Background: an optimization exercise with open tools, aiming at small area. Do not read the settings as production practice.
Only simulation tests tie the RTL to the original design; equivalence was not proved.
Power and IR drop assume default switching activity. No driver is modelled on the clock port, so clocking that relies on it looks cheaper here than on a real chip.

$ cat design/flow/design.v
package rv_pkg;
  localparam int OPC_LSB = 0;
  localparam int OPC_MSB = 6;
  localparam int RD_LSB  = 7;
  localparam int RD_MSB  = 11;
  localparam int FN3_LSB = 12;
  localparam int FN3_MSB = 14;
  localparam int RS1_LSB = 15;
  localparam int RS1_MSB = 19;
  localparam int RS2_LSB = 20;
  localparam int RS2_MSB = 24;
  localparam int FN7_LSB = 25;
  localparam int FN7_MSB = 31;
  localparam logic [1:0] OPC_LOW = 2'b11;
endpackage
module rv_dec5 (
  input  logic [4:0]  a,
  output logic [31:0] s
);
  for (genvar i = 0; i < 32; i++) begin : g_s
    assign s[i] = (a == 5'(i));
  end
endmodule
module rv_ao222n (
  input  logic [2:0] s,
  input  logic [2:0] d,
  output logic       yn
);
  assign yn = !((s[0] && d[0]) || (s[1] && d[1]) || (s[2] && d[2]));
endmodule
module rv_selN #(
  parameter int N = 32
) (
  input  logic [N-1:0] s,
  input  logic [N-1:0] d,
  output logic         y
);
  localparam int G = N / 3;
  localparam int R = N - 3 * G;
  logic [G:0] gn;
  for (genvar g = 0; g < G; g++) begin : g_g
    rv_ao222n u_ao (.s(s[3*g +: 3]), .d(d[3*g +: 3]), .yn(gn[g]));
  end
  if (R == 0) begin : g_r0
    assign gn[G] = 1'b1;
  end else if (R == 1) begin : g_r1
    assign gn[G] = !(s[N-1] && d[N-1]);
  end else begin : g_r2
    assign gn[G] = !((s[N-1] && d[N-1]) || (s[N-2] && d[N-2]));
  end
  assign y = !(&gn);
endmodule
module rv_rdport #(
  parameter int N = 32,
  parameter int W = 32
) (
  input  logic [N-1:0]   s,
  input  logic [N*W-1:0] d,
  output logic [W-1:0]   y
);
  for (genvar b = 0; b < W; b++) begin : g_b
    logic [N-1:0] col;
    for (genvar i = 0; i < N; i++) begin : g_i
      assign col[i] = d[i*W + b];
    end
    rv_selN #(.N(N)) u_sel (.s(s), .d(col), .y(y[b]));
  end
endmodule
module rv_regfile
#(
  parameter int XLEN = 32,
  parameter int NREG = 32
) (
  input  logic            clk,
  input  logic            reset,
  input  logic            wb_en,
  input  logic [4:0]      wb_addr,
  input  logic [XLEN-1:0] wb_data,
  input  logic [4:0]      rs1,
  input  logic [4:0]      rs2,
  output logic [XLEN-1:0] rdata1,
  output logic [XLEN-1:0] rdata2
);
  logic [(NREG-1)*XLEN-1:0] flat;    
  logic [XLEN-1:0]          wdata;
  logic [31:0]              s1;
  logic [31:0]              s2;
  assign wdata = reset ? '0 : wb_data;
  for (genvar i = 1; i < NREG; i++) begin : g_reg
    logic [XLEN-1:0] r;
    always_ff @(posedge clk) begin
      if (reset || (wb_en && wb_addr == 5'(i))) r <= wdata;
    end
    assign flat[(i-1)*XLEN +: XLEN] = r;
  end
  rv_dec5 u_dec1 (.a(rs1), .s(s1));
  rv_dec5 u_dec2 (.a(rs2), .s(s2));
  rv_rdport #(.N(NREG-1), .W(XLEN)) u_rd1 (.s(s1[NREG-1:1]), .d(flat), .y(rdata1));
  rv_rdport #(.N(NREG-1), .W(XLEN)) u_rd2 (.s(s2[NREG-1:1]), .d(flat), .y(rdata2));
endmodule
module rv_fetch_decode
#(
  parameter  int XLEN       = 32,
  parameter  int IMEM_DEPTH = 32,
  parameter  int NREG       = 32,
  parameter  int RESET_PC   = 0,
  localparam int PC_W       = $clog2(IMEM_DEPTH)
) (
  input  logic            clk,
  input  logic            reset,
  input  logic            imem_we,
  input  logic [PC_W-1:0] imem_waddr,
  input  logic [31:0]     imem_wdata,
  input  logic            redirect_valid,
  input  logic [PC_W-1:0] redirect_pc,
  input  logic            wb_en,
  input  logic [4:0]      wb_addr,
  input  logic [XLEN-1:0] wb_data,
  output logic            out_valid,
  input  logic            out_ready,
  output logic [PC_W-1:0] out_pc,
  output logic [31:0]     out_instr,
  output logic [6:0]      out_opcode,
  output logic [4:0]      out_rd,
  output logic [2:0]      out_fn3,
  output logic [4:0]      out_rs1,
  output logic [4:0]      out_rs2,
  output logic [6:0]      out_fn7,
  output logic [XLEN-1:0] out_rdata1,
  output logic [XLEN-1:0] out_rdata2,
  output logic            out_illegal
);
  logic [IMEM_DEPTH*32-1:0] imem;    
  logic [IMEM_DEPTH-1:0]    psel;
  logic [PC_W-1:0] pc;
  logic [PC_W-1:0] npc;
  logic            warm;    
  logic [31:0]     w;       
  logic [31:0]     nw;      
  for (genvar i = 0; i < IMEM_DEPTH; i++) begin : g_imem
    always_ff @(posedge clk) begin
      if (imem_we && imem_waddr == PC_W'(i)) imem[i*32 +: 32] <= imem_wdata;
    end
  end
  always_comb begin
    if (reset)                        npc = PC_W'(RESET_PC);
    else if (redirect_valid)          npc = redirect_pc;
    else if (out_valid && out_ready)  npc = pc + PC_W'(1);
    else                              npc = pc;
  end
  always_ff @(posedge clk) begin
    pc <= npc;
    w  <= nw;
    if (reset || redirect_valid) begin
      warm      <= 1'b0;
      out_valid <= 1'b0;
    end else begin
      warm      <= 1'b1;
      out_valid <= warm;
    end
  end
  rv_dec5 u_pdec (.a(npc), .s(psel));
  rv_rdport #(.N(IMEM_DEPTH), .W(32)) u_ird (.s(psel), .d(imem), .y(nw));
  rv_regfile #(
    .XLEN (XLEN),
    .NREG (NREG)
  ) u_regfile (
    .clk     (clk),
    .reset   (reset),
    .wb_en   (wb_en),
    .wb_addr (wb_addr),
    .wb_data (wb_data),
    .rs1     (w[rv_pkg::RS1_MSB:rv_pkg::RS1_LSB]),
    .rs2     (w[rv_pkg::RS2_MSB:rv_pkg::RS2_LSB]),
    .rdata1  (out_rdata1),
    .rdata2  (out_rdata2)
  );
  assign out_pc      = pc;
  assign out_instr   = w;
  assign out_opcode  = w[rv_pkg::OPC_MSB:rv_pkg::OPC_LSB];
  assign out_rd      = w[rv_pkg::RD_MSB:rv_pkg::RD_LSB];
  assign out_fn3     = w[rv_pkg::FN3_MSB:rv_pkg::FN3_LSB];
  assign out_rs1     = w[rv_pkg::RS1_MSB:rv_pkg::RS1_LSB];
  assign out_rs2     = w[rv_pkg::RS2_MSB:rv_pkg::RS2_LSB];
  assign out_fn7     = w[rv_pkg::FN7_MSB:rv_pkg::FN7_LSB];
  assign out_illegal = w[1:0] != rv_pkg::OPC_LOW;
endmodule
$ cat design/flow/run.sh
#!/bin/bash
# synth_recipe.tcl (not shown) runs the flow's synth.tcl, then flattens the netlist and writes it again
# the make line also repeats each setting of config.mk as NAME=value (left out here)
make -C /OpenROAD-flow-scripts/flow DESIGN_CONFIG=/design/flow/config.mk WORK_HOME=/design/flow/orfs CLKGATE_MAP_FILE= SYNTH_SCRIPT=/design/flow/synth_recipe.tcl finish
$ cat design/flow/config.mk
export PLATFORM = sky130hd
export DESIGN_NAME = rv_fetch_decode
export DESIGN_NICKNAME = rv_fetch_decode
export VERILOG_FILES = /design/flow/design.v
export SDC_FILE = /design/flow/constraint.sdc
export NUM_CORES = 4
export LEC_CHECK = 0
export CAP_MARGIN = 20
export CORE_MARGIN = 2
export CORE_UTILIZATION = 60
export CTS_CLUSTER_DIAMETER = 100
export CTS_CLUSTER_SIZE = 25
export SLEW_MARGIN = 20
export SYNTH_HIERARCHICAL = 1
$ cat design/flow/constraint.sdc
create_clock -name core_clock -period 6.0 [get_ports {clk}]
set_input_delay 1.2000 -clock core_clock [delete_from_list [all_inputs] [get_ports {clk}]]
set_output_delay 1.2000 -clock core_clock [all_outputs]
set_load 0.01 [all_outputs]
==> results.txt, run 1 <==
- Max_slew headroom: a little over an eighth
- CP max stage delay: 1.13 ns
- Pwr dens: 335 nW/um2
- Core ar.: 125,000 um2
- Syn nets: roughly 3,900
- Post-route ant nets: 0
- Setup CP Type: flip-flop to primary output
- LEAKAGE: roughly 27 nW
- Max_cap viols: 0
- Gp weighted congestion: 0.956
- Fin cells: roughly 6,000
- First-pass GRT wire length: 363,000 um
- Die W: ~360 um
- CTS Buffer Depth: 3
- Worst Skew: 0.0255 ns
- Setup-failing EPs final: 1
- Ports: 220
- Overflow after GRT: 0
- Worst Hold Class: flip-flop to flip-flop
- FP Rows: 130
- DRC: 0
- DRT iter0 DRCs: 14,312
- WP data arrival: 4.81 ns
- Vias in the first global route: slightly below 50,000
- CTS resizes: 0
- H-tree depth: 3
- Crit. End Element: primary output
- Post-route setup slack: -0.0118 ns
- Initial antenna violation count: 25
- Die Y: roughly 360 um
- Port Buffers: 219
- Crit path buf inv count: 2
- Cells after Synth: ~3,800
- Clock buffer count from CTS: 92
- Layout area overhead: 13.2%
- Yosys warning count: 8
- Avg Inst Size Synth: 20.1 um2
- Final Hold Viols: 0
- Gr usage total: 40.2%
- Synthesized cell area: 75,800 um2
- SO Viols: setup timing
- Clock slew at reported path FFs: 0.10 ns
- Final Net Count: 4,341
- Status: complete, but fails checks
- Initial Utilization: a little over 60%
- CTS Hold Bufs: 0
- Pre-antenna DRT Iters: 15
- TritonCTS clock tree: built
- Final Max Slew Viols: 0
- Final std cell area, no fill: 85,800 um2
- Pre-CTS setup slack: 0.756 ns
- Period utilization: 100%
- HPWL Detailed: 160,000 um
- Crit-path max FO: 16
- Critical path's top delay family: simple AND/OR/NAND/NOR gates
- Routed len/inst: 44.3 um
- Total chip power: ~0.029 W
- RSZ-0062 raised after global routing: false
- Root Buffer: clkbuf_16
- Fmax: 0.166 GHz
- Clk sinks: a little over 2,000
- Overall routed net length: roughly 260,000 um
- Skew-Pair Late Insertion Delay: approximately 0.74 ns
- Largest net degree at the start of global routing: 33
- CP max-delay cell: nor2_2
- Req. time, crit path: about 4.8 ns
- Area after DPL: a little over 80,000 um2
- Final core utilization: 68.4%
- Vias per cell: between 8 and 9
- Die area: 129,000 um2
- CP Cell Sequence: nand2b_1 -> nor2_2 -> buf_4 -> a222oi_1 -> nand4_1 -> a2111o_1 -> clkdlybuf4s50_1
- Setup Buffers After CTS: 0
- Placed insts: 5,807
- Slew @ Worst Pin: 1.29 ns
- Tmin final: 6.01 ns
- Critical path startpoint category: flip-flop
- Max rail drop VDD: about 0.00024 V
- Vias: 50,113
- Fraction of layout cells with a size suffix above 1: 13.5%
-- report_power, final --
part / switching, W / total, W / internal (W)
Sequential: 0.000464 / 0.0170 / 0.0165
Combinational: 0.00285 / 0.00450 / 0.00164
Clock: 0.00427 / 0.00719 / 0.00292
-- stage by stage --
stage          hold slack (ns)  TNS [ns]
2_1_floorplan            0.406         0
3_3_place_gp             0.420         0
3_5_place_dp             0.422         0
4_1_cts                  0.447         0
5_1_grt                  0.487         0
6_report                 0.442   -0.0118
-- state kept, by name, indices dropped and copies added (netlist names) --
register,count
imem,1024
out_valid,1
pc,5
u_regfile.g.r,992
w,32
warm,1
-- area by class of cell --
cell class,count,area (um2)
repair buffers,440,4360
multi-input cells,1661,15400
well taps,1650,2060
clock buffers,133,2480
fillers,7895,39600
diodes,10,25.0
clock inverters,7,121
flip-flops and latches,2055,61300
inverters,5,18.8
-- metal layers --
metal | global-route usage [%] | wire (um) | vias up | share of wire, %
met5 | 0 | 195 | - | 0.074
met4 | 25.2 | 20200 | 26 | 7.6
met3 | 11.8 | 42600 | 981 | 16
met2 | 60.2 | 117000 | 5196 | 44
met1 | 52.0 | 83700 | 24851 | 32
li1 | - | - | 19059 | -
-- path summary, 6_finish.rpt --
kind                            start            end  slack (ns)  depth (start not counted)
worst max register to register  pc[0]          w[12]        1.83                         12
worst max-delay path            w[17]  out_rdata1[2]       -0.01                          7
worst min register to register   warm      out_valid        0.44                          1
worst min-delay path             warm      out_valid        0.44                          1
-- layout by cell type, fill, tap and decap left out, types with 3 or more instances in the layout --
master           count
edfxtp_1          2016
a222oi_1           960
clkdlybuf4s50_1    202
nand4_1            195
buf_4              178
nand2_1            109
nor2_4             109
clkbuf_16           93
a2111o_1            64
clkbuf_1            40
dfxtp_1             39
buf_12              35
a22o_1              32
or4_4               32
nor2b_4             26
nor2_2              17
buf_2               16
o21ai_4             15
nand2b_1            12
diode_2             10
or3b_4               9
nand3b_1             9
nor2_1               8
nand3_1              8
a21o_2               8
buf_16               7
nor2b_2              6
or2_2                5
nor2b_1              5
a31o_2               4
or3_1                4
a31o_4               4
inv_16               4
inv_1                3
a311oi_1             3
nand4b_1             3
==> inputs of run 2 (changes only) <==
==> design/flow/flow/run.sh (new file) <==
#!/bin/bash
# The standard layout (standard.sh, unchanged synthesis and steps), with two
# placement/CTS arguments changed: ports get the smallest buffer, and CTS uses
# larger sink clusters and no dummy loads. Each tool's output goes to its own
# log here; ORFS's per-step logs stay under orfs/logs.
set -euo pipefail
export BUFFER_PORTS_ARGS="-buffer_cell sky130_fd_sc_hd__buf_1"
export CTS_ARGS="-sink_clustering_enable -repair_clock_nets -sink_clustering_size 25 -sink_clustering_max_diameter 100 -dont_use_dummy_load"
bash standard.sh synth > synth.log 2>&1
bash standard.sh finish > layout.log 2>&1
==> design/flow/standard.sh (new file) <==
#!/bin/bash
# synth_recipe.tcl (not shown) runs the flow's synth.tcl, then flattens the netlist and writes it again
# the make line also repeats each setting of config.mk as NAME=value (left out here)
make -C /OpenROAD-flow-scripts/flow DESIGN_CONFIG=/design/flow/config.mk WORK_HOME=/design/flow/orfs CLKGATE_MAP_FILE= SYNTH_SCRIPT=/design/flow/synth_recipe.tcl "${@:-finish}"
--- a/design/flow/config.mk
+++ b/design/flow/config.mk
@@ -10,4 +10,2 @@
 export CORE_UTILIZATION = 60
-export CTS_CLUSTER_DIAMETER = 100
-export CTS_CLUSTER_SIZE = 25
 export SLEW_MARGIN = 20
removed: design/flow/run.sh
==> run 2 against run 1 <==
Effect of this change:
- the run now finishes clean
- global-route usage decreased by 0.19 points
- setup slack better by 0.27 ns
- utilization is 1.5 points lower
- non-clock buffer count down 2
- power is 2.8% lower
- clock-buffer cell count fell by 41
- fmax is 4.7% higher
- combinational power is about 10% lower
==> results.txt, run 2 <==
- Max_cap viols: 0
- LEAKAGE: between 20 and 30 nW
- Layout area overhead: 10.7%
- Met3 WL post-DR: roughly 42,000 um
- Layout fillers: 8,149
- CTS resizes: 0
- Multi-input gate area: between 15,000 and 20,000 um2
- Syn nets: a little under 4,000
- Storage element area: about 61,000 um2
- Worst Skew: ~0.044 ns
- Setup Buffers After CTS: 0
- Ports: 220
- Setup-failing EPs final: 0
- Clk sinks: 2,055
- CP max-delay cell: dfxtp_1
- First-pass GRT wire length: between 300,000 and 400,000 um
- Root Buffer: clkbuf_16
- Top Layer Used: met5
- CTS Buffer Depth: 3
- DRC: 0
- Sum Neg Setup Slack: 0 ns
- WP data arrival: 4.54 ns
- Worst Hold Class: flip-flop to flip-flop
- FP Rows: 130
- RSZ-0062 raised after global routing: false
- Hold WS: 0.448 ns
- Setup CP Type: flip-flop to primary output
- Crit path buf inv count: 3
- Slew @ Worst Pin: 1.32 ns
- Pwr dens: between 300 and 400 nW/um2
- Biggest regs: imem x1024, u_regfile.g.r x992, w x32
- Final Net Count: 4,339
- Core ar.: 125,000 um2
- Fraction of layout cells with a size suffix above 1: 13.6%
- Largest net degree at the start of global routing: 41
- Flop pwr share: about three fifths
- Commonest non-fill, non-tap cell in the layout: edfxtp_1
- Sw Pwr: 0.00750 W
- DRT iter0 DRCs: 14,270
- Fmax: between 0.15 and 0.2 GHz
- Die W: ~360 um
- Post-route ant nets: 0
- Sw frac: 26.9%
- Crit-path most repeated cell: buf_4
- Tmin final: 5.74 ns
- Vias: 49,760
- Vias in the first global route: 48,209
- Die area: 129,000 um2
- HPWL Detailed: 155,000 um
- Cells after Synth: 3,775
- Initial Utilization: 60.4%
- Avg Inst Size Synth: 20.1 um2
- Crit-path max FO: 14
- Gr usage total: about two fifths
- Vias per cell: approximately 8.4
- Max rail drop VDD: 0.000228 V
- Req. time, crit path: 4.80 ns
- H-tree depth: 3
- Met1 Routed Length: between 80,000 and 90,000 um
- Gp weighted congestion: about 0.96
- P_int: just over 0.02 W
- Initial antenna violation count: 20
- Overall routed net length: 264,000 um
- CP max stage delay: 0.78 ns
- CP Cell Sequence: or3b_4 -> nor2_2 -> buf_4 -> buf_4 -> a222oi_1 -> nand4_1 -> a2111o_1 -> buf_1
- Routed len/inst: 44.6 um
- Largest register FFs: 1,024
- Critical path startpoint category: flip-flop
- Die Y: about 360 um
- Crit. End Element: primary output
- Critical path's top delay family: simple AND/OR/NAND/NOR gates
- Period utilization: 95.7%
- Port Buffers: 219
- Clock slew at reported path FFs: roughly 0.09 ns
- Most frequent cells in the layout: edfxtp_1 (2,016), a222oi_1 (960), buf_4 (200)
- TritonCTS clock tree: built
- Final Hold Viols: 0
- Routed wl met2: roughly 120,000 um
- Final Max Slew Viols: 0
- Yosys warning count: 8
- Skew-Pair Late Insertion Delay: roughly 0.75 ns
- Synthesized cell area: 75,800 um2
- CTS Hold Bufs: 0
- Status: complete, no violations
- Max_slew headroom: 11.7%
- Largest Register: imem
- Clock buffer count from CTS: 92
- Combinational Power Share: approximately 14%
- Part of the power in the clock network: around 25%
- Pre-antenna DRT Iters: 16
- Overflow after GRT: 0
[run 2: per-stage QoR]
stage	instance area (um2)	setup slack [ns]	power, W	util [%]	instances
2_1_floorplan	75800	1.59	0.0189	-	3775
3_3_place_gp	81200	1.08	0.0210	64.7	5799
3_5_place_dp	81400	0.874	0.0211	64.9	5806
4_1_cts	83700	0.421	0.0277	66.7	5898
5_1_grt	83900	0.242	0.0284	66.9	5904
6_report	83900	0.257	0.0279	66.9	5909
[run 2: metal layers]
layer | track usage (%) | vias to the layer above
li1 | - | 19000
met2 | 61.5 | 5068
met1 | 51.3 | 24713
met5 | 0 | -
met3 | 12.1 | 951
met4 | 22.4 | 28
[run 2: final cells by class]
cell class              count  area share [%]
clock buffers              92            2.74
inverters                   5          0.0224
multi-input cells        1661            18.3
well taps                1650            2.46
diodes                      8          0.0239
repair buffers            438            3.32
flip-flops and latches   2055            73.1
[run 2: final timing paths]
path	start	end	slack (ns)	cells past startpoint
setup / recovery	w[23]	out_rdata2[11]	0.26	8
hold / removal	warm	out_valid	0.45	1
setup reg to reg	pc[0]	w[16]	1.61	11
hold reg to reg	warm	out_valid	0.45	1
[run 2: power by group through the flow]
stage | clock network [W] | logic [W] | registers (W)
4_1_cts | 0.00686 | 0.00382 | 0.0170
5_1_grt | 0.00734 | 0.00403 | 0.0171
3_3_place_gp | 0 | 0.00377 | 0.0172
6_report | 0.00685 | 0.00405 | 0.0170
3_5_place_dp | 0 | 0.00380 | 0.0173
2_1_floorplan | 0 | 0.00174 | 0.0172
==> inputs of run 3 (changes only) <==
--- a/design/flow/config.mk
+++ b/design/flow/config.mk
@@ -7,6 +7,7 @@
 export LEC_CHECK = 0
-export CAP_MARGIN = 20
+export CAP_MARGIN = 10
 export CORE_MARGIN = 2
-export CORE_UTILIZATION = 60
-export SLEW_MARGIN = 20
+export CORE_UTILIZATION = 50
+export SETUP_SLACK_MARGIN = 0.2
+export SLEW_MARGIN = 10
 export SYNTH_HIERARCHICAL = 1
==> run 3 against run 2 <==
Effect of this change:
- non-clock buffer count increased by 6
- setup slack worse by 0.12 ns
- wire length decreased by 0.19%
- clock power rose by 1%
- register-to-register slack lost 0.16 ns
- utilization decreased by 11 points
- largest power group unchanged
- highest routed layer unchanged
==> results.txt, run 3 <==
- Setup Buffers After CTS: 0
- Gr usage total: 33.4%
- Max_slew headroom: 9.36%
- Cells after Synth: 3,775
- WHS Path Cells: 1
- Pwr dens: 333 nW/um2
- Gp weighted congestion: 0.912
- Clk sinks: 2,055
- RSZ-0062 raised after global routing: false
- CP Cell Sequence: nand2b_1 -> nor2_4 -> buf_4 -> a222oi_1 -> nand2_1 -> a2111o_1 -> buf_1
- CTS resizes: 0
- Ports: 220
- Die Y: 393 um
- Worst Hold Class: flip-flop to flip-flop
- Yosys warning count: 8
- CTS Hold Bufs: 0
- FF-to-FF End: w[19]
- Initial Utilization: 50.5%
- Critical path startpoint category: flip-flop
- Worst R2R Path Depth: 8
- Area after DPL: 81,700 um2
- Overflow after GRT: 0
- Final Max Slew Viols: 0
- Post-route ant nets: 0
- DRT iter0 DRCs: 12,614
- Final Net Count: between 4,000 and 5,000
- Total chip power: 0.0280 W
- Sum Neg Setup Slack: 0 ns
- FF-to-FF Start: pc[2]
- Core ar.: 150,000 um2
- Commonest non-fill, non-tap cell in the layout: edfxtp_1
- Initial antenna violation count: 25
- Avg Inst Size Synth: between 20 and 25 um2
- HPWL Detailed: 158,000 um
- Vias per cell: 7.75
- Reg-to-reg slack, setup: around 1.5 ns
- WP data arrival: 4.66 ns
- Final std cell area, no fill: ~84,000 um2
- Clock slew at reported path FFs: 0.09 ns
- Part of the power in the clock network: 24.7%
- Largest Register: imem
- Placed insts: between 6,000 and 7,000
- Fraction of layout cells with a size suffix above 1: 13.2%
- CTS Buffer Depth: 3
- Flop pwr share: 60.6%
- Root Buffer: clkbuf_16
- Setup-failing EPs final: 0
- TritonCTS clock tree: built
- Req. time, crit path: around 4.8 ns
- Final Hold Viols: 0
- Combinational Power Share: 14.7%
- Fmax: between 0.15 and 0.2 GHz
- Worst hold path startpoint: warm
- Die W: just under 400 um
- FP Rows: between 100 and 150
- Clock buffer count from CTS: 92
- LEAKAGE: 26.0 nW
- Largest net degree at the start of global routing: 33
- Pre-antenna DRT Iters: 11
- Die area: 155,000 um2
- Biggest regs: imem x1024, u_regfile.g.r x992, w x32
- P_int: 0.0204 W
- Hold path endpoint: out_valid
- Vias in the first global route: between 40,000 and 50,000
- Period utilization: around 100%
- CP max stage delay: between 0.8 and 0.9 ns
- Sw Pwr: around 0.0077 W
- Routed len/inst: 41.9 um
- Largest register FFs: 1,024
- Synthesized cell area: 75,800 um2
- Overall routed net length: 263,000 um
- DRC: 0
- Crit-path max FO: 21
- Skew-Pair Late Insertion Delay: 0.75 ns
- Sw frac: 27.3%
- Status: complete, no violations
- Fin cells: 6,279
- Port Buffers: 219
- Worst Skew: 0.0403 ns
- Slew @ Worst Pin: 1.36 ns
- Crit. End Element: primary output
- Tmin final: 5.86 ns
- Syn nets: 3,861
- Final core utilization: 56.1%
- Vias: 48,640
- H-tree depth: 3
- Setup CP Type: flip-flop to primary output
- CP max-delay cell: nor2_4
- Max_cap viols: 0
- Most frequent cells in the layout: edfxtp_1 (2,016), a222oi_1 (960), buf_4 (215)
- Layout area overhead: 11.1%
- First-pass GRT wire length: 357,000 um
- Max rail drop VDD: approximately 0.00026 V
==> run 3: how the worst max path moves through the flow <==
stage / to / from / slack [ns]
after global routing: out_rdata1[16] / w[17] / 0.21
after CTS: out_rdata2[10] / w[22] / 0.58
after detailed placement: w[19] / out_ready / 0.65
after floorplan: u_regfile.g_reg[3].r[0] / wb_addr[0] / 1.59
after global placement: w[18] / out_ready / 0.74
final: out_rdata1[16] / w[17] / 0.14
==> run 3: worst max-delay path: cells and delay by family, from the launching register on <==
kind	cells	cell delay [ns]
and+or+nand+nor	3	1.55
DFF	1	0.68
buffers and inverters	2	1.16
AOI/OAI and AO/OA	2	0.51
==> run 3: stage by stage <==
stage                     hold slack, ns  worst slack [ns]
final                              0.433             0.142
after global placement             0.412             0.744
after floorplan                    0.406              1.59
after CTS                          0.437             0.576
after detailed placement           0.418             0.648
after global routing               0.475             0.209
==> run 3: final cells by class <==
cell class / count / area [um2]
fillers: 11399 / 66000
flip-flops and latches: 2055 / 61300
multi-input cells: 1661 / 15400
repair buffers: 444 / 2620
well taps: 2016 / 2520
clock buffers: 92 / 2300
inverters: 5 / 18.8
diodes: 6 / 15.0
==> run 3: layer usage <==
layer	part of all wire, %	global-route usage (%)	up-vias
met5	0.24	0.861	-
met4	5.4	15.2	40
met3	15	10.8	748
met2	45	51.5	4179
met1	34	43.3	24665
li1	-	-	19008
==> run 3: power groups by stage <==
stage	logic (W)	clock network [W]	registers [W]
final	0.00412	0.00693	0.0170
after global routing	0.00415	0.00743	0.0171
after CTS	0.00385	0.00695	0.0170
after detailed placement	0.00384	0	0.0173
after floorplan	0.00174	0	0.0172
after global placement	0.00382	0	0.0173
==> inputs of run 4 (changes only) <==
--- a/design/flow/design.v
+++ b/design/flow/design.v
@@ -30,2 +30,9 @@
 endmodule
+module rv_a2n (
+  input  logic s,
+  input  logic d,
+  output logic yn
+);
+  assign yn = !(s && d);
+endmodule
 module rv_selN #(
@@ -39,14 +46,11 @@
   localparam int R = N - 3 * G;
-  logic [G:0] gn;
+  localparam int T = G + R;
+  logic [T-1:0] tn;
   for (genvar g = 0; g < G; g++) begin : g_g
-    rv_ao222n u_ao (.s(s[3*g +: 3]), .d(d[3*g +: 3]), .yn(gn[g]));
+    rv_ao222n u_ao (.s(s[3*g +: 3]), .d(d[3*g +: 3]), .yn(tn[g]));
   end
-  if (R == 0) begin : g_r0
-    assign gn[G] = 1'b1;
-  end else if (R == 1) begin : g_r1
-    assign gn[G] = !(s[N-1] && d[N-1]);
-  end else begin : g_r2
-    assign gn[G] = !((s[N-1] && d[N-1]) || (s[N-2] && d[N-2]));
+  for (genvar r = 0; r < R; r++) begin : g_r
+    rv_a2n u_a (.s(s[3*G + r]), .d(d[3*G + r]), .yn(tn[G + r]));
   end
-  assign y = !(&gn);
+  assign y = !(&tn);
 endmodule
==> run 4 against run 3 <==
Effect of this change:
- final cell count grew 1.9%
- utilization is 0.075 points higher
- critical endpoint is now out_rdata2[6]
- register-to-register slack better by 0.40 ns
- worst hold slack gained 0.0075 ns
- highest routed layer unchanged
- design area about the same
- via count rose by 0.60%
- synthesized cell count rose by 2.5%
- sequential share of layout area hardly changed
- critical path type unchanged
- first-iteration DRC count shrank 9.1%
==> results.txt, run 4 <==
- Crit-path max FO: 22
- CTS resizes: 0
- Clock slew at reported path FFs: 0.10 ns
- Period utilization: around 95%
- First-pass GRT wire length: about 360,000 um
- Final Net Count: 4,454
- Post-route ant nets: 0
- Setup Buffers After CTS: 0
- CP max stage delay: 0.81 ns
- Biggest regs: imem x1024, u_regfile.g.r x992, w x32
- Worst Skew: approximately 0.04 ns
- Vias per cell: 7.65
- Setup-failing EPs final: 0
- Overflow after GRT: 0
- Fmax: approximately 0.18 GHz
- Clk sinks: a little over 2,000
- Overall routed net length: 264,000 um
- Final Hold Viols: 0
- Slew @ Worst Pin: 1.30 ns
- Die Y: 393 um
- Post-route setup slack: 0.291 ns
- Synthesized cell area: 75,600 um2
- Vias in the first global route: 45,474
- LEAKAGE: 25.8 nW
- Largest net degree at the start of global routing: 33
- Pre-CTS setup slack: approximately 0.91 ns
- Root Buffer: clkbuf_16
- Vias: 48,932
- Setup CP Type: flip-flop to primary output
- Pre-antenna DRT Iters: 13
- CTS Hold Bufs: 0
- Core ar.: 150,000 um2
- Final core utilization: between 50% and 60%
- CP Cell Sequence: nand2b_1 -> nor2_4 -> buf_4 -> a222oi_1 -> nand4_1 -> or3_1 -> buf_1
- TritonCTS clock tree: built
- CTS Buffer Depth: 3
- Initial Utilization: between 50% and 60%
- Yosys warning count: 8
- CP max-delay cell: nand2b_1
- Ports: 220
- DRT iter0 DRCs: 11,469
- Gr usage total: 33.5%
- Total chip power: between 0.02 and 0.03 W
- FP Rows: 142
- H-tree depth: 3
- Critical path's top delay family: simple AND/OR/NAND/NOR gates
- Clock buffer count from CTS: 92
- Avg Inst Size Synth: 19.5 um2
- RSZ-0062 raised after global routing: false
- WP data arrival: ~4.5 ns
- Gp weighted congestion: 0.949
- Skew-Pair Late Insertion Delay: 0.76 ns
- Req. time, crit path: around 4.8 ns
- Crit path buf inv count: 2
- Port Buffers: between 200 and 250
- Routed len/inst: between 40 and 50 um
- Hold WS: 0.440 ns
- Commonest non-fill, non-tap cell in the layout: edfxtp_1
- Worst Hold Class: flip-flop to flip-flop
- Final Max Slew Viols: 0
- Cells after Synth: 3,871
- Critical path startpoint category: flip-flop
- Die area: 154,000 um2
- Syn nets: 3,957
- Max_cap viols: 0
- Pwr dens: between 300 and 400 nW/um2
- Most frequent cells in the layout: edfxtp_1 (2,016), a222oi_1 (960), nand4_1 (227)
- Fraction of layout cells with a size suffix above 1: 12.6%
- Largest Register: imem
- Tmin final: roughly 5.7 ns
- DRC: 0
- Crit. End Element: primary output
- Layout area overhead: 11.3%
- Initial antenna violation count: 14
- Largest register FFs: roughly 1,000
- Max rail drop VDD: approximately 0.00032 V
- Die W: 393 um
- HPWL Detailed: 158,000 um
- Sum Neg Setup Slack: 0 ns
- Status: complete, no violations
- Max_slew headroom: 13.1%
[run 4: path summary, 6_finish.rpt]
kind / start / endpoint / slack (ns) / cells past startpoint
worst min register to register: warm / out_valid / 0.44 / 1
worst max-delay path: w[24] / out_rdata2[6] / 0.29 / 7
worst max register to register: out_valid / w[8] / 1.85 / 8
worst min-delay path: warm / out_valid / 0.44 / 1
[run 4: per-stage QoR]
stage | cell area, um2 | instances
after floorplan | 75600 | 3871
after global placement | 81700 | 6285
after detailed placement | 81700 | 6285
after CTS | 84100 | 6377
after global routing | 84100 | 6386
final | 84200 | 6396
[run 4: layout make-up]
class | instances | area (um2)
inverters | 5 | 18.8
clock buffers | 92 | 2300
multi-input cells | 1757 | 15200
repair buffers | 457 | 2780
flip-flops and latches | 2055 | 61300
well taps | 2016 | 2520
fillers | 11517 | 65800
diodes | 14 | 35.0
[run 4: where the power goes]
group	total, W	leakage [nW]	switching, W	internal [W]
Combinational	0.00400	5.49	0.00298	0.00102
Sequential	0.0170	19.1	0.000447	0.0165
Clock	0.00693	1.13	0.00418	0.00275
Total	0.0279	25.8	0.00761	0.0203
[run 4: per-layer routing]
layer | wire length (um) | global-route usage, %
met2 | 122000 | 52.6
met5 | 153 | 0
met4 | 16800 | 18.3
met1 | 89300 | 43.3
met3 | 35400 | 7.82
==> inputs of run 5 (changes only) <==
--- a/design/flow/config.mk
+++ b/design/flow/config.mk
@@ -7,7 +7,6 @@
 export LEC_CHECK = 0
-export CAP_MARGIN = 10
+export CAP_MARGIN = 20
 export CORE_MARGIN = 2
-export CORE_UTILIZATION = 50
-export SETUP_SLACK_MARGIN = 0.2
-export SLEW_MARGIN = 10
+export CORE_UTILIZATION = 60
+export SLEW_MARGIN = 20
 export SYNTH_HIERARCHICAL = 1
==> run 5 against run 4 <==
Effect of this change:
- still clean
- register-to-register slack improved by 0.07 ns
- sequential power about the same
- via count down 0.52%
- first-iteration DRC count up 10%
- critical path depth decreased by 1
- area after synthesis unchanged
- final cell count shrank 6.0%
- clock power about the same
- global-route usage increased by 5.3 points
- worst hold slack better by 0.0069 ns
- sequential share of layout area up 0.55 points
- critical endpoint is now out_rdata1[15]
- largest power group unchanged
- highest routed layer unchanged
==> results.txt, run 5 <==
- Largest register FFs: 1,024
- Max_slew headroom: 19.1%
- Period utilization: a little over nine tenths
- Vias in the first global route: 45,565
- Final Net Count: 4,439
- Tmin final: about 5.7 ns
- Final Max Slew Viols: 0
- Routed len/inst: approximately 43 um
- Slew @ Worst Pin: 1.21 ns
- Syn nets: 3,957
- Critical path startpoint category: flip-flop
- Largest Register: imem
- Fmax: about 0.18 GHz
- DRC: 0
- Fin cells: approximately 6,000
- Final Hold Viols: 0
- Clock buffer count from CTS: 92
- Cells after Synth: 3,871
- Die Y: 359 um
- LEAKAGE: 25.7 nW
- Biggest regs: imem x1024, u_regfile.g.r x992, w x32
- Crit-path max FO: 20
- Overall routed net length: 256,000 um
- Clock slew at reported path FFs: ~0.10 ns
- Vias: about 49,000
- Pwr dens: between 300 and 400 nW/um2
- CP Launch Point: w[19]
- Fraction of layout cells with a size suffix above 1: between 10% and 20%
- Die area: around 130,000 um2
- Ports: 220
- Vias per cell: approximately 8
- Skew-Pair Late Insertion Delay: 0.73 ns
- Pre-CTS setup slack: 1.24 ns
- Gp weighted congestion: ~0.99
- Status: complete, no violations
- Crit. End Element: primary output
- Initial antenna violation count: 20
- Die W: 359 um
- Setup CP Type: flip-flop to primary output
- HPWL Detailed: 152,000 um
- Req. time, crit path: 4.80 ns
- Overflow after GRT: 0
- Avg Inst Size Synth: 19.5 um2
- Worst Skew: 0.0459 ns
- FP Rows: 130
- H-tree depth: 3
- CTS resizes: 0
- Clk sinks: 2,055
- Port Buffers: approximately 220
- Core ar.: 125,000 um2
- Max rail drop VDD: 0.000309 V
- Largest net degree at the start of global routing: 33
- RSZ-0062 raised after global routing: false
- Layout area overhead: 10.4%
- Pre-antenna DRT Iters: 14
- Worst hold path startpoint: warm
- Post-route setup slack: 0.335 ns
- FF-to-FF Start: pc[0]
- WP data arrival: 4.46 ns
- Root Buffer: clkbuf_16
- TritonCTS clock tree: built
- CTS Buffer Depth: 3
- DRT iter0 DRCs: 12,649
- CTS Hold Bufs: 0
- Gr usage total: 38.8%
- Worst Hold Class: flip-flop to flip-flop
- First-pass GRT wire length: 348,000 um
- Max_cap viols: 0
- Setup-failing EPs final: 0
- Setup Buffers After CTS: 0
- Commonest non-fill, non-tap cell in the layout: edfxtp_1
- Final core utilization: 66.6%
- Most frequent cells in the layout: edfxtp_1 (2,016), a222oi_1 (960), nand4_1 (227)
- Synthesized cell area: 75,600 um2
- Yosys warning count: 8
- Initial Utilization: between 60% and 70%
- Sum Neg Setup Slack: 0 ns
- Post-route ant nets: 0
- Placed insts: 5,908
-- run 5: cell type report --
type                       count  area [um2]
clock buffer                  92        2300
sequential                  2055       61300
multi-input combinational   1757       15200
antenna                        9        22.5
fill                        8398       41900
timing repair buffer         442        2670
tap                         1650        2060
inverter                       5        18.8
-- run 5: worst paths after layout --
path                    end  slack [ns]  depth (start not counted)
max          out_rdata1[15]        0.34                          6
min               out_valid        0.45                          1
max reg2reg           w[19]        1.92                         10
min reg2reg       out_valid        0.45                          1
-- run 5: layer usage --
| metal | vias up | global-route usage [%] | part of all wire (%) |
|---|---|---|---|
| li1 | 19228 | - | - |
| met1 | 24494 | 50.8 | 33 |
| met2 | 4297 | 60.1 | 46 |
| met3 | 643 | 8.46 | 14 |
| met4 | 16 | 23.6 | 6.9 |
| met5 | - | 0 | 0.038 |
-- run 5: where the power goes --
part           total (W)  leakage, nW  switching [W]  internal (W)
sequential        0.0170         19.1       0.000449        0.0165
combinational    0.00392         5.45        0.00292       0.00100
clock            0.00690         1.13        0.00415       0.00275
total             0.0278         25.7        0.00752        0.0203
-- run 5: critical path, cell delays in order, from the launching register on --
cell      delay, ns
dfxtp_1        0.62
nand2b_1       0.75
nor2_4         0.32
a222oi_1       0.55
nand4_1        0.67
or3_1          0.65
buf_1          0.16
-- run 5: per-stage QoR --
stage               cell area, um2  total power [W]  hold slack [ns]
global route                 83500           0.0284            0.484
floorplan                    75600           0.0188            0.406
global placement             81100           0.0209            0.416
CTS                          83500           0.0276            0.440
detailed placement           81200           0.0210            0.414
finish                       83500           0.0278            0.447
==> inputs of run 6 (changes only) <==
--- a/design/flow/flow/run.sh
+++ b/design/flow/flow/run.sh
@@ -7,3 +7,3 @@
 export BUFFER_PORTS_ARGS="-buffer_cell sky130_fd_sc_hd__buf_1"
-export CTS_ARGS="-sink_clustering_enable -repair_clock_nets -sink_clustering_size 25 -sink_clustering_max_diameter 100 -dont_use_dummy_load"
+export CTS_ARGS="-sink_clustering_enable -repair_clock_nets -sink_clustering_size 30 -sink_clustering_max_diameter 100 -dont_use_dummy_load"
 bash standard.sh synth > synth.log 2>&1
==> run 6 against run 5 <==
Effect of this change:
- worst hold slack better by 0.0069 ns
- final cell count down 0.23%
- clock power down 6.5%
- fmax up 0.29%
- die area unchanged
- highest routed layer unchanged
==> results.txt, run 6 <==
- Crit. End Element: primary output
- Post-route ant nets: 0
- Worst Hold Class: flip-flop to flip-flop
- Overflow after GRT: 0
- Critical path startpoint category: flip-flop
- WP data arrival: 4.45 ns
- Max_cap viols: 0
- Most frequent cells in the layout: edfxtp_1 (2,016), a222oi_1 (960), nand4_1 (227)
- Initial Utilization: 60.3%
- Crit-path max FO: 20
- Pwr dens: between 300 and 400 nW/um2
- Layout area overhead: 10.0%
- Overall routed net length: 256,000 um
- Largest register FFs: 1,024
- Core ar.: 125,000 um2
- Slew @ Worst Pin: 1.17 ns
- Vias: 48,756
- LEAKAGE: 25.6 nW
- Fraction of layout cells with a size suffix above 1: 12.3%
- Syn nets: between 3,000 and 4,000
- Die Y: 359 um
- Max_slew headroom: 21.6%
- Cells after Synth: 3,871
- Skew-Pair Late Insertion Delay: 0.70 ns
- FP Rows: 130
- Ports: 220
- Req. time, crit path: 4.80 ns
- Sw Pwr: 0.00743 W
- Initial antenna violation count: 18
- Final Net Count: 4,426
- Clock buffer count from CTS: 79
- Final Max Slew Viols: 0
- Max rail drop VDD: roughly 0.00027 V
- Part of the power in the clock network: a little under a quarter
- TritonCTS clock tree: built
- HPWL Detailed: 152,000 um
- Placed insts: just under 6,000
- Synthesized cell area: 75,600 um2
- Gr usage total: 38.6%
- Commonest non-fill, non-tap cell in the layout: edfxtp_1
- FF-to-FF Start: pc[0]
- Vias in the first global route: 45,328
- First-pass GRT wire length: about 350,000 um
- Pre-antenna DRT Iters: 14
- Setup CP Type: flip-flop to primary output
- Sum Neg Setup Slack: 0 ns
- Port Buffers: 219
- H-tree depth: 3
- Sw frac: 27.2%
- CTS resizes: 0
- DRC: 0
- Combinational Power Share: about 14%
- Setup-failing EPs final: 0
- Yosys warning count: 8
- Final Hold Viols: 0
- Clk sinks: 2,055
- CP Launch Point: w[24]
- Setup Buffers After CTS: 0
- Fin cells: around 6,000
- Worst hold path startpoint: warm
- CTS Buffer Depth: 3
- RSZ-0062 raised after global routing: false
- Period utilization: 94.1%
- DRT iter0 DRCs: 12,624
- Clock slew at reported path FFs: between 0.1 and 0.15 ns
- Routed len/inst: 42.6 um
- Tmin final: 5.65 ns
- Die W: 359 um
- CTS Hold Bufs: 0
- Vias per cell: 8.13
- Status: complete, no violations
- Largest Register: imem
- Root Buffer: clkbuf_16
- Fmax: 0.177 GHz
- Biggest regs: imem x1024, u_regfile.g.r x992, w x32
- Flop pwr share: 62.1%
- Largest net degree at the start of global routing: 33
- Gp weighted congestion: 0.990
- Worst Skew: approximately 0.026 ns
- Die area: 129,000 um2
- Avg Inst Size Synth: 19.5 um2
- P_int: 0.0199 W
-- run 6: stage by stage --
stage	power (W)	util (%)	worst slack [ns]	hold slack, ns	instance area (um2)
final	0.0274	66.4	0.352	0.454	83200
after global routing	0.0279	66.3	0.318	0.492	83200
after CTS	0.0271	66.3	0.559	0.451	83100
after detailed placement	0.0210	64.7	1.24	0.414	81200
after global placement	0.0209	64.7	1.24	0.416	81100
after floorplan	0.0188	-	1.59	0.406	75600
-- run 6: worst max-delay path, stage by stage (launching register included) --
cell	delay, ns
dfxtp_1	0.64
nand2b_1	0.79
nor2_4	0.35
a222oi_1	0.48
nand4_1	0.69
or3_1	0.62
buf_1	0.16
-- run 6: final cells by class --
class                   instances  area, um2
diodes                          8       20.0
clock buffers                  79       1980
fillers                      8421      42200
inverters                       5       18.8
multi-input cells            1757      15200
flip-flops and latches       2055      61300
well taps                    1650       2060
repair buffers                442       2670
-- run 6: layer usage --
metal	vias to the layer above	routed length [um]	global-route usage (%)
met5	-	137	0
li1	19196	-	-
met1	24555	84800	50.7
met4	22	18400	23.0
met3	662	35500	8.71
met2	4321	117000	60.0
-- run 6: path summary, 6_finish.rpt --
kind,to,slack (ns),cells after the start
max,out_rdata2[18],0.35,6
min,out_valid,0.45,1
max reg2reg,w[17],1.92,10
min reg2reg,out_valid,0.45,1
-- run 6: power by group through the flow --
stage / Sequential, W / Clock [W] / Combinational (W)
floorplan: 0.0172 / 0 / 0.00163
global placement: 0.0173 / 0 / 0.00369
detailed placement: 0.0173 / 0 / 0.00372
CTS: 0.0170 / 0.00644 / 0.00372
global route: 0.0171 / 0.00690 / 0.00393
finish: 0.0170 / 0.00645 / 0.00392
==> inputs of run 7 (changes only) <==
==> design/flow/run.sh (new file) <==
#!/bin/bash
# synth_recipe.tcl (not shown) runs the flow's synth.tcl, then flattens the netlist and writes it again
# the make line also repeats each setting of config.mk as NAME=value (left out here)
make -C /OpenROAD-flow-scripts/flow DESIGN_CONFIG=/design/flow/config.mk WORK_HOME=/design/flow/orfs CLKGATE_MAP_FILE= SYNTH_SCRIPT=/design/flow/synth_recipe.tcl finish
--- a/design/flow/config.mk
+++ b/design/flow/config.mk
@@ -9,3 +9,6 @@
 export CORE_MARGIN = 2
-export CORE_UTILIZATION = 60
+export CORE_UTILIZATION = 50
+export CTS_CLUSTER_DIAMETER = 100
+export CTS_CLUSTER_SIZE = 25
+export SETUP_SLACK_MARGIN = 0.3
 export SLEW_MARGIN = 20
removed: design/flow/flow/run.sh
removed: design/flow/standard.sh
==> run 7 against run 6 <==
Effect of this change:
- worst hold slack got worse by 0.013 ns
- setup slack got worse by 0.12 ns
- fmax fell by 2.1%
- area after synthesis did not move
- clock-buffer cell count rose by 60
- final cell count rose by 7.5%
- clock skew rose by 0.015 ns
- critical path type unchanged
- critical endpoint is now out_rdata2[0]
- largest power group unchanged
==> results.txt, run 7 <==
- Overflow after GRT: 0
- HPWL Detailed: 154,000 um
- Tmin final: 5.77 ns
- Clk sinks: about 2,000
- Port Buffers: 219
- WP data arrival: about 4.6 ns
- Worst R2R Path Depth: 11
- Final Hold Viols: 0
- WHS Path Cells: 1
- Ports: 220
- Crit-path max FO: 15
- Fmax: 0.173 GHz
- Final Max Slew Viols: 0
- Most frequent cells in the layout: edfxtp_1 (2,016), a222oi_1 (960), nand4_1 (227)
- Clock buffer count from CTS: 92
- Worst Hold Class: flip-flop to flip-flop
- Final Net Count: 4,452
- Yosys warning count: 8
- Pre-antenna DRT Iters: 13
- FP Rows: 142
- Gr usage total: 32.3%
- Clock slew at reported path FFs: roughly 0.10 ns
- Sum Neg Setup Slack: 0 ns
- Routed len/inst: 39.7 um
- Total chip power: 0.0289 W
- Worst Skew: roughly 0.04 ns
- Req. time, crit path: 4.80 ns
- Die W: 393 um
- Max_slew headroom: 22.0%
- Cells after Synth: 3,871
- Vias per cell: 7.56
- Fraction of layout cells with a size suffix above 1: 13.1%
- Pwr dens: 336 nW/um2
- Post-route ant nets: 0
- TritonCTS clock tree: built
- Layout area overhead: 13.7%
- Overall routed net length: ~260,000 um
- Period utilization: 96.1%
- Largest net degree at the start of global routing: 33
- Core ar.: around 150,000 um2
- H-tree depth: 3
- LEAKAGE: 26.5 nW
- Largest register FFs: 1,024
- CTS Hold Bufs: 0
- Initial Utilization: about 50%
- Die area: 154,000 um2
- DRT iter0 DRCs: 10,670
- Syn nets: 3,957
- Largest Register: imem
- Skew-Pair Late Insertion Delay: 0.78 ns
- Setup CP Type: flip-flop to primary output
- Setup-failing EPs final: 0
- DRC: 0
- RSZ-0062 raised after global routing: true
- Root Buffer: clkbuf_16
- Max rail drop VDD: 0.000261 V
- Crit. End Element: primary output
- Gp weighted congestion: 0.992
- Status: complete, no violations
- Slew @ Worst Pin: 1.17 ns
- Commonest non-fill, non-tap cell in the layout: edfxtp_1
- Vias in the first global route: 45,800
- Die Y: around 390 um
- Synthesized cell area: 75,600 um2
- CTS Buffer Depth: 3
- Avg Inst Size Synth: 19.5 um2
- Vias: a little under 50,000
- Biggest regs: imem x1024, u_regfile.g.r x992, w x32
- Max_cap viols: 0
- Critical path startpoint category: flip-flop
- First-pass GRT wire length: 348,000 um
- Initial antenna violation count: 18
## run 7: repair_timing
item                       CTS  global route
buffers inserted             9            17
pin swaps                    6            13
setup endpoints to repair   62            47
gates cloned                 4             4
gates resized for setup     10            15
## run 7: final cells by class
type / instances / area (um2)
sequential: 2055 / 61300
tap: 2016 / 2520
multi-input combinational: 1765 / 15400
clock inverter: 9 / 129
fill: 11482 / 64000
antenna: 9 / 22.5
clock buffer: 139 / 2500
inverter: 5 / 18.8
timing repair buffer: 447 / 4110
## run 7: metrics by stage
step / utilization [%] / cell area (um2) / std cells / setup WS, ns / hold slack, ns
3_3_place_gp: 55.2 / 82800 / 6251 / 0.569 / 0.413
5_1_grt: 57.3 / 86000 / 6437 / 0.284 / 0.463
2_1_floorplan: - / 75600 / 3871 / 1.59 / 0.406
4_1_cts: 57.1 / 85700 / 6415 / 0.224 / 0.443
6_report: 57.3 / 86000 / 6445 / 0.232 / 0.441
3_5_place_dp: 55.3 / 82900 / 6254 / 0.591 / 0.420
## run 7: path summary, 6_finish.rpt
check	slack (ns)	endpoint	from
worst min register to register	0.44	out_valid	warm
worst min-delay path	0.44	out_valid	warm
worst max-delay path	0.23	out_rdata2[0]	w[21]
worst max register to register	1.79	w[20]	pc[0]
## run 7: where the power goes
part / internal (W) / switching [W]
Sequential: 0.0165 / 0.000464
Combinational: 0.00156 / 0.00300
Clock: 0.00294 / 0.00435
## run 7: layer usage
metal | wire [um] | vias to the layer above | track usage [%]
li1 | - | 19296 | -
met1 | 89300 | 24759 | 42.4
met2 | 118000 | 4010 | 50.6
met3 | 32200 | 647 | 6.98
met4 | 16600 | 8 | 17.4
met5 | 57 | - | 0
## run 7: critical path: stages (launching register included)
cell and delay (ns):
dfxtp_1 0.79, nand3b_1 0.58, nor2_4 0.79, buf_4 0.39
a222oi_1 0.14, nand4_1 0.30, or3_1 0.26, clkdlybuf4s50_1 0.56

==> re-timing with driven ports <==
No port has a modelled driver above. Below, the same layouts with a new extraction and two added sets of constraints.
Step 1, drivers: a clkbuf_16 drives clk and a buf_2 each remaining input, both assumed.
Step 2 adds t to the input delays and takes it off the output delays; t is the mean of the earliest and latest rising clock arrival at the registers after step 1. Input paths then give back, and output paths get back, about the clock's delay inside the block.
Three values: ideal, step 1, step 2; two values: the first two.
| run | t, ns | setup slack, ns | hold slack, ns | worst setup path at the end | slew at the worst register clock pin (ns) |
|---|---|---|---|---|---|
| run 1 | 0.811 | -0.012 / -0.093 / 0.660 | 0.442 / 0.442 / 0.442 | input to register | 0.11 / 0.11 |
| run 2 | 0.811 | 0.257 / 0.179 / 0.868 | 0.448 / 0.448 / 0.448 | input to register | 0.10 / 0.10 |
| run 3 | 0.811 | 0.142 / 0.056 / 0.338 | 0.433 / 0.433 / 0.433 | input to register | 0.10 / 0.10 |
| run 4 | 0.815 | 0.291 / 0.216 / 0.668 | 0.440 / 0.440 / 0.440 | input to register | 0.10 / 0.10 |
| run 5 | 0.797 | 0.335 / 0.249 / 1.047 | 0.447 / 0.447 / 0.447 | register to output | 0.10 / 0.10 |
| run 6 | 0.764 | 0.352 / 0.272 / 1.036 | 0.454 / 0.454 / 0.454 | register to output | 0.12 / 0.12 |
| run 7 | 0.835 | 0.232 / 0.151 / 0.406 | 0.441 / 0.441 / 0.441 | input to register | 0.11 / 0.11 |
